Background: an optimization exercise with open tools, aiming at small area, a short achievable clock period and few clock cycles. Do not read the settings as production practice.
Function was checked by simulation only, so behaviour that the tests miss may differ from the original.
Power is estimated from default activity; no workload was simulated.

old:
==> flow/design.v <==
package ptts_pkg;
    localparam int NUM_SLOTS = 16;
    localparam int IDX_W     = (NUM_SLOTS > 1) ? $clog2(NUM_SLOTS) : 1;
    localparam int SLOT_W    = 4;
    localparam logic [2:0] CMD_ADD  = 3'd0;
    localparam logic [2:0] CMD_DEL  = 3'd1;
    localparam logic [2:0] CMD_QRY  = 3'd2;
    localparam logic [2:0] CMD_TICK = 3'd3;
    localparam logic [2:0] CMD_DSP  = 3'd4;
    localparam logic [1:0] ST_RUNNABLE = 2'd0;
    localparam logic [1:0] ST_RUNNING  = 2'd1;
    localparam logic [1:0] ST_STOPPED  = 2'd2;
    localparam logic [1:0] ST_ERROR    = 2'd3;
    localparam logic [1:0] K_ADD  = 2'd0;
    localparam logic [1:0] K_DEL  = 2'd1;
    localparam logic [1:0] K_STAT = 2'd2;
    localparam logic [1:0] K_FIRE = 2'd3;
    localparam logic [15:0] TICK_DIV_RST = 16'd392;
    typedef struct packed {
        logic [2:0]  cmd;
        logic [7:0]  task_key;
        logic [15:0] period;
    } t_item;
    typedef struct packed {
        logic [1:0] resp_kind;
        logic [7:0] out_task;
        logic [3:0] slot_index;
        logic [1:0] task_status;
        logic       ok;
        logic       last;
    } t_result;
    typedef struct packed {
        logic             accept;
        logic             scan;
        logic             flush;
        logic             last_slot;
        logic [IDX_W-1:0] idx;
        logic [2:0]       op;
    } t_dp_ctl;
    typedef struct packed {
        logic hit;
        logic wrap;
    } t_dp_sts;
endpackage
import ptts_pkg::*;
module periodic_task_table_scheduler (
    input  logic              i_clk,
    input  logic              i_rst_n,
    input  logic              start,
    output logic              busy,
    input  logic [26:0]       i_item,
    output logic              o_result_valid,
    output logic [17:0]       o_result,
    input  logic              i_cfg_valid,
    output logic              o_cfg_ready,
    input  logic [15:0]       i_cfg_data
);
    localparam int N = NUM_SLOTS;
    function automatic logic [N-1:0] first_one(input logic [N-1:0] v);
        logic seen;
        seen = 1'b0;
        for (int i = 0; i < N; i++) begin
            first_one[i] = v[i] && !seen;
            seen = seen | v[i];
        end
    endfunction
    function automatic logic [3:0] first_idx(input logic [N-1:0] v);
        first_idx = '0;
        for (int i = N - 1; i >= 0; i--) begin
            if (v[i]) first_idx = 4'(i);
        end
    endfunction
    function automatic logic many(input logic [N-1:0] v);
        logic seen;
        seen = 1'b0;
        many = 1'b0;
        for (int i = 0; i < N; i++) begin
            many = many | (seen && v[i]);
            seen = seen | v[i];
        end
    endfunction
    logic [7:0]   r_key [N];
    logic [15:0]  r_per [N];
    logic [15:0]  r_cd  [N];
    logic [N-1:0] r_run;
    logic [N-1:0] r_zero;        
    logic [15:0]  r_div_m2;
    logic         r_div_le1;
    logic [15:0]  r_pre;
    logic         r_wrap;        
    logic         r_busy;
    logic         r_vld;
    logic [17:0]  r_out;
    logic [N-1:0] r_pm;
    logic [2:0]  cmd;
    logic [7:0]  key_in;
    logic [15:0] per_in;
    assign cmd    = i_item[26:24];
    assign key_in = i_item[23:16];
    assign per_in = i_item[15:0];
    logic accept;
    assign accept = start && !r_busy;
    assign busy           = r_busy;
    assign o_cfg_ready    = !r_busy && !start;
    assign o_result_valid = r_vld;
    assign o_result       = r_out;
    logic [N-1:0] match, zero, due, per_zero, cd_one;
    logic [15:0]  borrow [N];
    always_comb begin
        for (int i = 0; i < N; i++) begin
            match[i] = (r_key[i] == key_in);
            zero[i]  = r_zero[i];
            per_zero[i] = (r_per[i] == '0);
            cd_one[i]   = (r_cd[i] == 16'd1);
            due[i]   = r_run[i] && zero[i];
            for (int b = 0; b < 16; b++) borrow[i][b] = ~|(r_cd[i] & ~(16'hFFFF << b));
        end
    end
    logic [N-1:0] fire, fire1, free1, match1;
    logic [3:0]   fire_idx, free_idx, match_idx;
    logic         fire_any, fire_many, free_any, match_any;
    logic [7:0]   fire_key;
    logic         match_run;
    assign fire      = r_busy ? r_pm : due;
    assign fire1     = first_one(fire);
    assign fire_idx  = first_idx(fire);
    assign fire_any  = |fire;
    assign fire_many = many(fire);
    assign free1     = first_one(~r_run);
    assign free_idx  = first_idx(~r_run);
    assign free_any  = ~&r_run;
    assign match1    = first_one(match);
    assign match_idx = first_idx(match);
    assign match_any = |match;
    always_comb begin
        fire_key  = '0;
        match_run = 1'b0;
        for (int i = 0; i < N; i++) begin
            fire_key  = fire_key | (fire1[i] ? r_key[i] : 8'd0);
            match_run = match_run | (match1[i] && r_run[i]);
        end
    end
    logic        n_vld, n_busy;
    logic [17:0] n_out;
    always_comb begin
        n_busy = 1'b0;
        n_vld  = 1'b0;
        n_out  = {K_FIRE, fire_key, fire_idx, ST_RUNNABLE, 1'b1, !fire_many};
        if (r_busy) begin
            n_vld  = 1'b1;
            n_busy = fire_many;
        end else if (accept) begin
            case (cmd)
                CMD_ADD: begin
                    n_vld = 1'b1;
                    n_out = free_any ? {K_ADD, key_in, free_idx, ST_RUNNABLE, 1'b1, 1'b1}
                                     : {K_ADD, key_in, 4'd0, ST_ERROR, 1'b0, 1'b1};
                end
                CMD_DEL: begin
                    n_vld = 1'b1;
                    n_out = match_any ? {K_DEL, key_in, match_idx, ST_STOPPED, 1'b1, 1'b1}
                                      : {K_DEL, key_in, 4'd0, ST_ERROR, 1'b0, 1'b1};
                end
                CMD_QRY: begin
                    n_vld = 1'b1;
                    n_out = match_any ? {K_STAT, key_in, match_idx,
                                         (match_run ? ST_RUNNABLE : ST_STOPPED), 1'b0, 1'b1}
                                      : {K_STAT, key_in, 4'd0, ST_ERROR, 1'b0, 1'b1};
                end
                CMD_DSP: begin
                    n_vld  = fire_any;
                    n_busy = fire_many;
                end
                default: ;
            endcase
        end
    end
    logic do_add, do_del, do_tick, do_dsp, cfg_we, n_wrap;
    assign do_add  = accept && (cmd == CMD_ADD);
    assign do_del  = accept && (cmd == CMD_DEL);
    assign do_tick = accept && (cmd == CMD_TICK);
    assign do_dsp  = accept && (cmd == CMD_DSP);
    assign cfg_we  = !r_busy && !start && i_cfg_valid;
    always_comb begin
        if (cfg_we)
            n_wrap = ({1'b0, r_pre} + 17'd1) >= {1'b0, i_cfg_data};
        else if (do_tick)
            n_wrap = r_div_le1 || (!r_wrap && (r_pre >= r_div_m2));
        else
            n_wrap = r_wrap;
    end
    always_ff @(posedge i_clk) begin
        if (!i_rst_n) begin
            r_busy     <= 1'b0;
            r_vld      <= 1'b0;
            r_pm       <= '0;
            r_run      <= '0;
            r_pre      <= '0;
            r_div_m2   <= TICK_DIV_RST - 16'd2;
            r_div_le1  <= 1'b0;
            r_wrap     <= 1'b0;
        end else begin
            r_busy <= n_busy;
            r_vld  <= n_vld;
            if (r_busy || do_dsp) r_pm <= fire & ~fire1;
            r_wrap <= n_wrap;
            if (cfg_we) begin
                r_div_m2  <= i_cfg_data - 16'd2;
                r_div_le1 <= (i_cfg_data <= 16'd1);
            end
            if (do_tick) r_pre <= r_wrap ? 16'd0 : r_pre + 16'd1;
            for (int i = 0; i < N; i++) begin
                if (do_add && free1[i]) begin
                    r_run[i] <= 1'b1;
                end
                if (do_del && match1[i]) r_run[i] <= 1'b0;
            end
        end
    end
    always_ff @(posedge i_clk) begin
        r_out <= n_out;
    end
    logic [7:0] key_wr;
    assign key_wr = key_in & {8{i_rst_n}};
    always_ff @(posedge i_clk) begin
        for (int i = 0; i < N; i++) begin
            if (!i_rst_n || (do_add && free1[i])) r_key[i] <= key_wr;
        end
    end
    always_ff @(posedge i_clk) begin
        for (int i = 0; i < N; i++) begin
            if (do_add && free1[i]) begin
                r_per[i]  <= per_in;
                r_cd[i]   <= per_in;
                r_zero[i] <= (per_in == '0);
            end else begin
                if (do_dsp && due[i])
                    r_zero[i] <= per_zero[i];
                else if (do_tick && r_wrap && r_run[i] && !zero[i])
                    r_zero[i] <= cd_one[i];
                r_cd[i]  <= (r_cd[i] ^ (borrow[i] & {16{do_tick && r_wrap && r_run[i] && !zero[i]}}))
                          | (r_per[i] & {16{do_dsp && due[i]}});
            end
        end
    end
endmodule
Settings: LEC_CHECK=0, CAP_MARGIN=20, CORE_MARGIN=2, CORE_UTILIZATION=65, CTS_CLUSTER_DIAMETER=80, CTS_CLUSTER_SIZE=20, SETUP_SLACK_MARGIN=3.2, SLEW_MARGIN=20; clock period 6.0 ns.
run.sh (not shown) runs the stock make flow with config.mk's settings and CLKGATE_MAP_FILE= SYNTH_SCRIPT=/design/flow/synth_recipe.tcl, a recipe that flattens the netlist after the stock synthesis.
Testbench counts of old, summed over its fixed seeds: cycles 21,292.
diff inputs: old => new
diff --git a/flow/design.v b/flow/design.v
--- a/flow/design.v
+++ b/flow/design.v
@@ -199,6 +199,7 @@
             r_div_m2   <= TICK_DIV_RST - 16'd2;
             r_div_le1  <= 1'b0;
             r_wrap     <= 1'b0;
+            for (int i = 0; i < N; i++) r_key[i] <= '0;
         end else begin
             r_busy <= n_busy;
             r_vld  <= n_vld;
@@ -211,6 +212,7 @@
             if (do_tick) r_pre <= r_wrap ? 16'd0 : r_pre + 16'd1;
             for (int i = 0; i < N; i++) begin
                 if (do_add && free1[i]) begin
+                    r_key[i] <= key_in;
                     r_run[i] <= 1'b1;
                 end
                 if (do_del && match1[i]) r_run[i] <= 1'b0;
@@ -219,13 +221,6 @@
     end
     always_ff @(posedge i_clk) begin
         r_out <= n_out;
-    end
-    logic [7:0] key_wr;
-    assign key_wr = key_in & {8{i_rst_n}};
-    always_ff @(posedge i_clk) begin
-        for (int i = 0; i < N; i++) begin
-            if (!i_rst_n || (do_add && free1[i])) r_key[i] <= key_wr;
-        end
     end
     always_ff @(posedge i_clk) begin
         for (int i = 0; i < N; i++) begin
Results
- Initial antenna violation count, new and old, higher one = new.
- Relative to old, final area has increased by about 4.3% in new.
- Die size: new exceeds old
- new went all the way through the flow, and no timing, DRC or antenna check failed.
- old: flow completed, timing, DRC and antenna clean
- Comparing the two runs side by side, new comes out behind old on final setup slack of the worst path.
- Total of plain and repair buffers excluding clock buffers delta for new relative to old: 11% higher
- Layout-stage area growth over the synthesis result up 4.5 points in new wrt old
- The maximum frequency reported for new is smaller than that of old by 2.8%.
- Compared with old, via count in new increased by more than 10%.
- Number of filler instances in the final layout in new is 5.4% lower than in old
- Diff old..new | final setup violation count | unchanged
- From old to new the numbers moved as follows: multi-input combinational area share now larger; total design power now smaller; critical path depth in cells now larger.
Testbench counts of new, summed over its fixed seeds: cycles 21,292.

[afterwards: timing with drivers on the ports]
How much do the figures lean on ideal ports? The routed layouts below were timed once more, with nothing changed but the port constraints. Step 1 sets driving cells, clkbuf_16 on the clock port and buf_2 on the other inputs (assumed; they add their load-dependent delay and slew). Step 2 moves the port delays by t, midway between the first and last clock arrival at a register: inputs arrive t later, outputs are due t later. That takes back most of the time a late clock gives input paths. Three values: ideal, step 1, step 2; two values: the first two.
| run | t, ns | setup WS [ns] | worst register clock-pin slew, ns |
|---|---|---|---|
| old | 0.671 | 2.949 / 2.954 / 2.284 | 0.10 / 0.10 |
| new | 0.675 | 2.860 / 2.851 / 2.176 | 0.09 / 0.09 |
After both steps every run listed still meets setup and hold. The setup slack of new, which loses most, moves by -0.009 ns with the drivers and by -0.684 ns with both steps.
